Source: an optimization exercise on an open RTL-to-GDS flow (aim: small area). Production flows keep margins and buffers that such runs may drop.
The RTL was checked by simulation tests, not by an equivalence proof against the original design.
Power is estimated from default activity; no workload was simulated.

==> trial 29 <==
## udp_echo_top
module udp_echo_top (
    input  logic                     clk,
    input  logic                     rst,
    input  logic                     i_hdr_valid,
    input  udp_proto_pkg::ip_addr_t  i_src_ip,
    input  udp_proto_pkg::udp_port_t i_src_port,
    input  udp_proto_pkg::udp_port_t i_dst_port,
    input  udp_proto_pkg::udp_len_t  i_length,
    input  logic                     i_pay_valid,
    input  logic [7:0]               i_pay_data,
    input  logic                     i_pay_last,
    input  logic                     i_hdr_ready,
    input  logic                     i_pay_ready,
    output logic                     o_hdr_valid,
    output udp_proto_pkg::ip_addr_t  o_dst_ip,
    output udp_proto_pkg::udp_port_t o_src_port,
    output udp_proto_pkg::udp_port_t o_dst_port,
    output udp_proto_pkg::udp_len_t  o_length,
    output logic                     o_pay_valid,
    output logic [7:0]               o_pay_data,
    output logic                     o_pay_last
);
==> module sel5_bit, before the edit <==
module sel5_bit (
    input  logic [4:0] i_d,
    input  logic [4:0] i_sel,
    output logic       o_q
);
    assign o_q = |(i_d & i_sel);
endmodule
==> module sel6_bit, before the edit <==
module sel6_bit (
    input  logic [5:0] i_d,
    input  logic [5:0] i_sel,
    output logic       o_q
);
    assign o_q = |(i_d & i_sel);
endmodule
==> module udp_echo_top, before the edit <==
module udp_echo_top (
    input  logic                     clk,
    input  logic                     rst,
    input  logic                     i_hdr_valid,
    input  udp_proto_pkg::ip_addr_t  i_src_ip,
    input  udp_proto_pkg::udp_port_t i_src_port,
    input  udp_proto_pkg::udp_port_t i_dst_port,
    input  udp_proto_pkg::udp_len_t  i_length,
    input  logic                     i_pay_valid,
    input  logic [7:0]               i_pay_data,
    input  logic                     i_pay_last,
    input  logic                     i_hdr_ready,
    input  logic                     i_pay_ready,
    output logic                     o_hdr_valid,
    output udp_proto_pkg::ip_addr_t  o_dst_ip,
    output udp_proto_pkg::udp_port_t o_src_port,
    output udp_proto_pkg::udp_port_t o_dst_port,
    output udp_proto_pkg::udp_len_t  o_length,
    output logic                     o_pay_valid,
    output logic [7:0]               o_pay_data,
    output logic                     o_pay_last
);
    localparam int LEN_W = echo_buf_pkg::LEN_W;    
    localparam int HW    = 32 + 16 + LEN_W;    
    logic                 pass;      
    logic                 hdr_wr;    
    logic                 admit;
    logic                 len_ok;
    logic                 queue_ok;
    logic                 pay_wr;
    logic [2:0]           hn;
    logic [3:0][HW-1:0]   hq;
    logic                 pending;
    logic                 hdr_empty;
    logic                 hdr_rd;
    logic [6:0]           fr;
    logic [63:0][7:0]     pq;
    logic                 pay_rd;
    logic [LEN_W-1:0]     len_q;     
    logic                 tx_idle;
    assign len_ok   = (i_length[15:7] == '0) && (i_length[6:3] != '0) &&
                      (i_length[6:0] <= fr);
    assign queue_ok = (hn != 3'd4) || (hdr_wr && tx_idle);
    assign admit    = i_hdr_valid && (i_dst_port == udp_proto_pkg::ECHO_PORT) &&
                      len_ok && queue_ok;
    assign pay_wr    = pass && i_pay_valid;
    assign pending   = pass || hdr_wr;
    assign hdr_empty = (hn == 3'd0) || (hn == 3'd1 && pending);
    assign tx_idle   = !o_hdr_valid && !o_pay_valid;
    assign hdr_rd    = tx_idle && !hdr_empty;
    assign pay_rd    = o_pay_valid && i_pay_ready;
    always_ff @(posedge clk) begin
        if (rst) begin
            pass        <= 1'b0;
            hdr_wr      <= 1'b0;
            hn          <= '0;
            fr          <= 7'd72;
            o_hdr_valid <= 1'b0;
            o_pay_valid <= 1'b0;
        end else begin
            if (i_hdr_valid) begin
                pass <= admit;
            end else if (i_pay_valid && i_pay_last) begin
                pass <= 1'b0;
            end
            hdr_wr <= pass && i_pay_valid && i_pay_last;
            hn     <= hn + 3'(admit) - 3'(hdr_rd);
            fr     <= fr - 7'(pay_wr) + 7'(pay_rd);
            if (hdr_rd) begin
                o_hdr_valid <= 1'b1;
            end else if (o_hdr_valid && i_hdr_ready) begin
                o_hdr_valid <= 1'b0;
                o_pay_valid <= 1'b1;
            end else if (pay_rd && o_pay_last) begin
                o_pay_valid <= 1'b0;
            end
        end
    end
    always_ff @(posedge clk) begin
        if (admit) begin
            hq <= {hq[2:0], hq[3]};
            hq[1] <= {i_src_ip, i_src_port, i_length[LEN_W-1:0]};
        end
        if (pay_wr) begin
            pq <= {pq[62:0], pq[63]};
            pq[1] <= i_pay_data;
        end
    end
    logic [3:0]       hsel;
    logic [4:0]       osel;      
    logic [47:0]      ohdr_q;
    logic [47:0]      ohdr_d;
    logic [63:0]      psel;
    logic [7:0]       pay_head;
    always_comb begin
        hsel = '0;
        hsel[hn[1:0]] = 1'b1;
        osel = {!hdr_rd, hsel & {4{hdr_rd}}};
        for (int k = 0; k < 64; k++) begin
            psel[k] = (fr[5:0] == 6'(8 - k));
        end
    end
    logic [5:0]       lsel;
    logic [LEN_W-1:0] len_dec;
    logic [LEN_W-1:0] len_d;
    assign lsel    = {!(hdr_rd || pay_rd), pay_rd, hsel & {4{hdr_rd}}};
    assign len_dec = len_q - 1'b1;
    for (genvar b = 0; b < LEN_W; b++) begin : g_lsel
        sel6_bit u_sel (
            .i_d   ({len_q[b], len_dec[b], hq[3][b], hq[2][b], hq[1][b], hq[0][b]}),
            .i_sel (lsel),
            .o_q   (len_d[b])
        );
    end
    for (genvar b = 0; b < 48; b++) begin : g_osel
        sel5_bit u_sel (
            .i_d   ({ohdr_q[b], hq[3][LEN_W+b], hq[2][LEN_W+b], hq[1][LEN_W+b], hq[0][LEN_W+b]}),
            .i_sel (osel),
            .o_q   (ohdr_d[b])
        );
    end
    always_ff @(posedge clk) begin
        ohdr_q <= ohdr_d;
        len_q  <= len_d;
    end
    assign o_dst_ip   = ohdr_q[47:16];
    assign o_dst_port = ohdr_q[15:0];
    for (genvar b = 0; b < 8; b++) begin : g_pbit
        logic [20:0] grp_n;
        for (genvar g = 0; g < 21; g++) begin : g_grp
            aoi3_sel u_aoi (
                .i_d   ({pq[3*g+2][b], pq[3*g+1][b], pq[3*g][b]}),
                .i_sel (psel[3*g +: 3]),
                .o_qn  (grp_n[g])
            );
        end
        assign pay_head[b] = !(&grp_n) || (pq[63][b] && psel[63]);
    end
    assign o_src_port = udp_proto_pkg::ECHO_PORT;
    assign o_length   = {9'b0, (len_q <= LEN_W'(8)), len_q};
    assign o_pay_data = pay_head;
    assign o_pay_last = (len_q == LEN_W'(9));
endmodule
clock: 8.0 ns
lec_check: 0
cap_margin: 20
core_margin: 2
core_utilization: 45
place_density: 0.5
slew_margin: 20
synth_hierarchical: 1
standard.sh (not shown) runs the stock make flow with config.mk's settings and CLKGATE_MAP_FILE= SYNTH_SCRIPT=/design/flow/synth_recipe.tcl, a recipe that flattens the netlist after the stock synthesis.
==> flow/flow/run.sh <==
#!/bin/bash
# Standard ORFS layout with two changes: the port buffers are the smallest
# plain buffer (buf_1) and CTS builds larger sink clusters without dummy loads.
set -euo pipefail
cd "$(dirname "$0")/.."
export BUFFER_PORTS_ARGS="-buffer_cell sky130_fd_sc_hd__buf_1"
export CTS_ARGS="-sink_clustering_enable -repair_clock_nets -sink_clustering_size 9 -sink_clustering_max_diameter 45 -buf_list {sky130_fd_sc_hd__clkbuf_4 sky130_fd_sc_hd__clkbuf_8} -dont_use_dummy_load"
bash standard.sh > standard_make.log 2>&1
==> build 77 (differences from trial 29) <==
--- a/flow/design.v
+++ b/flow/design.v
@@ -20,14 +20,7 @@
     assign o_qn = !(|(i_d & i_sel));
 endmodule
-module sel5_bit (
-    input  logic [4:0] i_d,
-    input  logic [4:0] i_sel,
-    output logic       o_q
-);
-    assign o_q = |(i_d & i_sel);
-endmodule
-module sel6_bit (
-    input  logic [5:0] i_d,
-    input  logic [5:0] i_sel,
+module sel4_bit (
+    input  logic [3:0] i_d,
+    input  logic [3:0] i_sel,
     output logic       o_q
 );
@@ -70,5 +63,6 @@
     logic                 hdr_empty;
     logic                 hdr_rd;
-    logic [6:0]           fr;
+    logic [HW-1:0]        hq_head;
+    logic [echo_buf_pkg::PAYLOAD_CNT_W-1:0] pn;
     logic [63:0][7:0]     pq;
     logic                 pay_rd;
@@ -76,5 +70,5 @@
     logic                 tx_idle;
     assign len_ok   = (i_length[15:7] == '0) && (i_length[6:3] != '0) &&
-                      (i_length[6:0] <= fr);
+                      ({1'b0, i_length[6:0]} + {1'b0, pn} <= 8'd72);
     assign queue_ok = (hn != 3'd4) || (hdr_wr && tx_idle);
     assign admit    = i_hdr_valid && (i_dst_port == udp_proto_pkg::ECHO_PORT) &&
@@ -91,5 +85,5 @@
             hdr_wr      <= 1'b0;
             hn          <= '0;
-            fr          <= 7'd72;
+            pn          <= '0;
             o_hdr_valid <= 1'b0;
             o_pay_valid <= 1'b0;
@@ -102,5 +96,5 @@
             hdr_wr <= pass && i_pay_valid && i_pay_last;
             hn     <= hn + 3'(admit) - 3'(hdr_rd);
-            fr     <= fr - 7'(pay_wr) + 7'(pay_rd);
+            pn     <= pn + 7'(pay_wr) - 7'(pay_rd);
             if (hdr_rd) begin
                 o_hdr_valid <= 1'b1;
@@ -124,7 +118,4 @@
     end
     logic [3:0]       hsel;
-    logic [4:0]       osel;      
-    logic [47:0]      ohdr_q;
-    logic [47:0]      ohdr_d;
     logic [63:0]      psel;
     logic [7:0]       pay_head;
@@ -132,34 +123,14 @@
         hsel = '0;
         hsel[hn[1:0]] = 1'b1;
-        osel = {!hdr_rd, hsel & {4{hdr_rd}}};
-        for (int k = 0; k < 64; k++) begin
-            psel[k] = (fr[5:0] == 6'(8 - k));
-        end
+        psel = '0;
+        psel[pn[5:0]] = 1'b1;
     end
-    logic [5:0]       lsel;
-    logic [LEN_W-1:0] len_dec;
-    logic [LEN_W-1:0] len_d;
-    assign lsel    = {!(hdr_rd || pay_rd), pay_rd, hsel & {4{hdr_rd}}};
-    assign len_dec = len_q - 1'b1;
-    for (genvar b = 0; b < LEN_W; b++) begin : g_lsel
-        sel6_bit u_sel (
-            .i_d   ({len_q[b], len_dec[b], hq[3][b], hq[2][b], hq[1][b], hq[0][b]}),
-            .i_sel (lsel),
-            .o_q   (len_d[b])
+    for (genvar b = 0; b < HW; b++) begin : g_hsel
+        sel4_bit u_sel (
+            .i_d   ({hq[3][b], hq[2][b], hq[1][b], hq[0][b]}),
+            .i_sel (hsel),
+            .o_q   (hq_head[b])
         );
     end
-    for (genvar b = 0; b < 48; b++) begin : g_osel
-        sel5_bit u_sel (
-            .i_d   ({ohdr_q[b], hq[3][LEN_W+b], hq[2][LEN_W+b], hq[1][LEN_W+b], hq[0][LEN_W+b]}),
-            .i_sel (osel),
-            .o_q   (ohdr_d[b])
-        );
-    end
-    always_ff @(posedge clk) begin
-        ohdr_q <= ohdr_d;
-        len_q  <= len_d;
-    end
-    assign o_dst_ip   = ohdr_q[47:16];
-    assign o_dst_port = ohdr_q[15:0];
     for (genvar b = 0; b < 8; b++) begin : g_pbit
         logic [20:0] grp_n;
@@ -173,4 +144,13 @@
         assign pay_head[b] = !(&grp_n) || (pq[63][b] && psel[63]);
     end
+    always_ff @(posedge clk) begin
+        if (hdr_rd) begin
+            o_dst_ip   <= hq_head[HW-1 -: 32];
+            o_dst_port <= hq_head[LEN_W +: 16];
+            len_q      <= hq_head[LEN_W-1:0];
+        end else if (pay_rd) begin
+            len_q      <= len_q - 1'b1;
+        end
+    end
     assign o_src_port = udp_proto_pkg::ECHO_PORT;
     assign o_length   = {9'b0, (len_q <= LEN_W'(8)), len_q};
==> flow/run.sh (new file) <==
#!/bin/bash
# synth_recipe.tcl (not shown) runs the flow's synth.tcl, then flattens the netlist and writes it again
# the make line also repeats each setting of config.mk as NAME=value (left out here)
make -C /OpenROAD-flow-scripts/flow DESIGN_CONFIG=/design/flow/config.mk WORK_HOME=/design/flow/orfs CLKGATE_MAP_FILE= SYNTH_SCRIPT=/design/flow/synth_recipe.tcl finish
CORE_UTILIZATION = 60   (was 45)
CTS_BUF_LIST = sky130_fd_sc_hd__clkbuf_8   (was default)
CTS_CLUSTER_DIAMETER = 70   (was default)
CTS_CLUSTER_SIZE = 15   (was default)
PLACE_DENSITY = default   (was 0.5)
removed: flow/flow/run.sh
removed: flow/standard.sh
==> trial 73 (differences from trial 29) <==
--- a/flow/design.v
+++ b/flow/design.v
@@ -59,4 +59,37 @@
     localparam int LEN_W = echo_buf_pkg::LEN_W;    
     localparam int HW    = 32 + 16 + LEN_W;    
+    function automatic logic [6:0] step7(input logic [6:0] q, input logic up, input logic dn);
+        logic [6:0] t;
+        logic       all1;
+        logic       all0;
+        for (int i = 0; i < 7; i++) begin
+            all1 = 1'b1;
+            all0 = 1'b1;
+            for (int j = 0; j < i; j++) begin
+                all1 = all1 & q[j];
+                all0 = all0 & !q[j];
+            end
+            t[i] = (up & all1) | (dn & all0);
+        end
+        step7 = q ^ t;
+    endfunction
+    function automatic logic [2:0] step3(input logic [2:0] q, input logic up, input logic dn);
+        logic [2:0] t;
+        t[0] = up | dn;
+        t[1] = (up & q[0]) | (dn & !q[0]);
+        t[2] = (up & q[0] & q[1]) | (dn & !q[0] & !q[1]);
+        step3 = q ^ t;
+    endfunction
+    function automatic logic le7(input logic [6:0] a, input logic [6:0] b);
+        logic gt;
+        logic eq;
+        gt = 1'b0;
+        eq = 1'b1;
+        for (int i = 6; i >= 0; i--) begin
+            gt = gt | (eq & a[i] & !b[i]);
+            eq = eq & (a[i] == b[i]);
+        end
+        le7 = !gt;
+    endfunction
     logic                 pass;      
     logic                 hdr_wr;    
@@ -76,5 +109,5 @@
     logic                 tx_idle;
     assign len_ok   = (i_length[15:7] == '0) && (i_length[6:3] != '0) &&
-                      (i_length[6:0] <= fr);
+                      le7(i_length[6:0], fr);
     assign queue_ok = (hn != 3'd4) || (hdr_wr && tx_idle);
     assign admit    = i_hdr_valid && (i_dst_port == udp_proto_pkg::ECHO_PORT) &&
@@ -101,6 +134,6 @@
             end
             hdr_wr <= pass && i_pay_valid && i_pay_last;
-            hn     <= hn + 3'(admit) - 3'(hdr_rd);
-            fr     <= fr - 7'(pay_wr) + 7'(pay_rd);
+            hn     <= step3(hn, admit && !hdr_rd, hdr_rd && !admit);
+            fr     <= step7(fr, pay_rd && !pay_wr, pay_wr && !pay_rd);
             if (hdr_rd) begin
                 o_hdr_valid <= 1'b1;
@@ -141,5 +174,5 @@
     logic [LEN_W-1:0] len_d;
     assign lsel    = {!(hdr_rd || pay_rd), pay_rd, hsel & {4{hdr_rd}}};
-    assign len_dec = len_q - 1'b1;
+    assign len_dec = 6'(step7({1'b0, len_q}, 1'b0, 1'b1));
     for (genvar b = 0; b < LEN_W; b++) begin : g_lsel
         sel6_bit u_sel (
==> flow/flow/run.sh (replaced) <==
#!/bin/bash
# Standard ORFS layout with two changes: the port buffers are the smallest
# plain buffer (buf_1) and CTS builds larger sink clusters without dummy loads.
set -euo pipefail
cd "$(dirname "$0")/.."
export BUFFER_PORTS_ARGS="-buffer_cell sky130_fd_sc_hd__buf_1"
export CTS_ARGS="-sink_clustering_enable -repair_clock_nets -sink_clustering_size 15 -sink_clustering_max_diameter 70 -buf_list sky130_fd_sc_hd__clkbuf_8 -dont_use_dummy_load"
bash standard.sh > standard_make.log 2>&1
CORE_UTILIZATION = 50   (was 45)
GPL_TIMING_DRIVEN = 0   (was default)
PLACE_DENSITY = 0.55   (was 0.5)
==> results.txt <==
GRT
The met3 track demand over resource in global routing is under 10%. The total routing usage reported by global routing is 24.8%.

Worst setup path
In this design, the largest share of critical-path delay is due to compound AO/OA/AOI/OAI gates.

Outcome
The flow ran to the end and the layout has no timing, DRC or antenna violations.

Pwr
Overall power consumption after layout is estimated at ~9.1 mW. The sequential logic power is approximately 5 mW.

Routing
In this run, the number of DRC markers left after iteration 0 of detailed routing was 2707. The routed design has ~63000 µm of wire. The total via count after detailed routing is 15700.

Placed design
Summed over all nets, the half-perimeter wirelength after detailed placement is 38800 µm.

Die
After floorplanning, the core was divided into 80 placement rows.
# the run above: build 77

==> results.txt <==
Outcome
The run finished with no timing, DRC or antenna violations.

Pwr
Summing internal, switching and leakage power gives roughly 6.7 mW. The sequential logic power is 4.58 mW.

Worst setup path
The kind of cell with the highest combined delay along the critical path is simple AND/OR/NAND/NOR gates.

Routing
The total via count after detailed routing is 15700. The aggregate routed wire length is 64000 µm. The detailed router finished its first iteration with 2301 violations.

GRT
Across every metal layer, demand over resource in global routing totals 21.8%.
# the run above: trial 73

==> results.txt <==
Die
The cell row count is between 90 and 100.

Placed design
The post-DP HPWL is ~43000 µm.

Routing
The violation count after the first detailed-route iteration is 2327. Summing over every cut layer, the via total after detailed routing is ~16000.

GRT
The total routing usage reported by global routing is roughly a fifth.

Outcome
The flow ran to the end and the layout has no timing, DRC or antenna violations.

Pwr
Sequential cells consume a total of around 4.5 mW.
# the run above: trial 29

## static timing again, ports no longer ideal
The results above use ideal ports. As a check the final layouts listed here were re-extracted and re-timed, cells and wires unchanged.
Step 1: set_driving_cell puts a clkbuf_16 on clk and a buf_2 on each other input, an assumption about the parent block.
Step 2 times the ports against the registers' clock, not the clock port: input delays grow and output delays shrink by t, the midpoint of the rising clock arrivals with the driver on.
a / b / c = no drivers / after step 1 / after step 2; a / b = the first two.
run	t, ns	slack for setup (ns)	worst slew at a driven data input, ns
trial 29	0.724	2.444 / 2.388 / 3.112	0.09
build 77	0.746	1.058 / 1.003 / 1.749	0.07
trial 73	0.704	1.631 / 1.575 / 2.279	0.09
After both steps setup and hold are still met in every run listed.
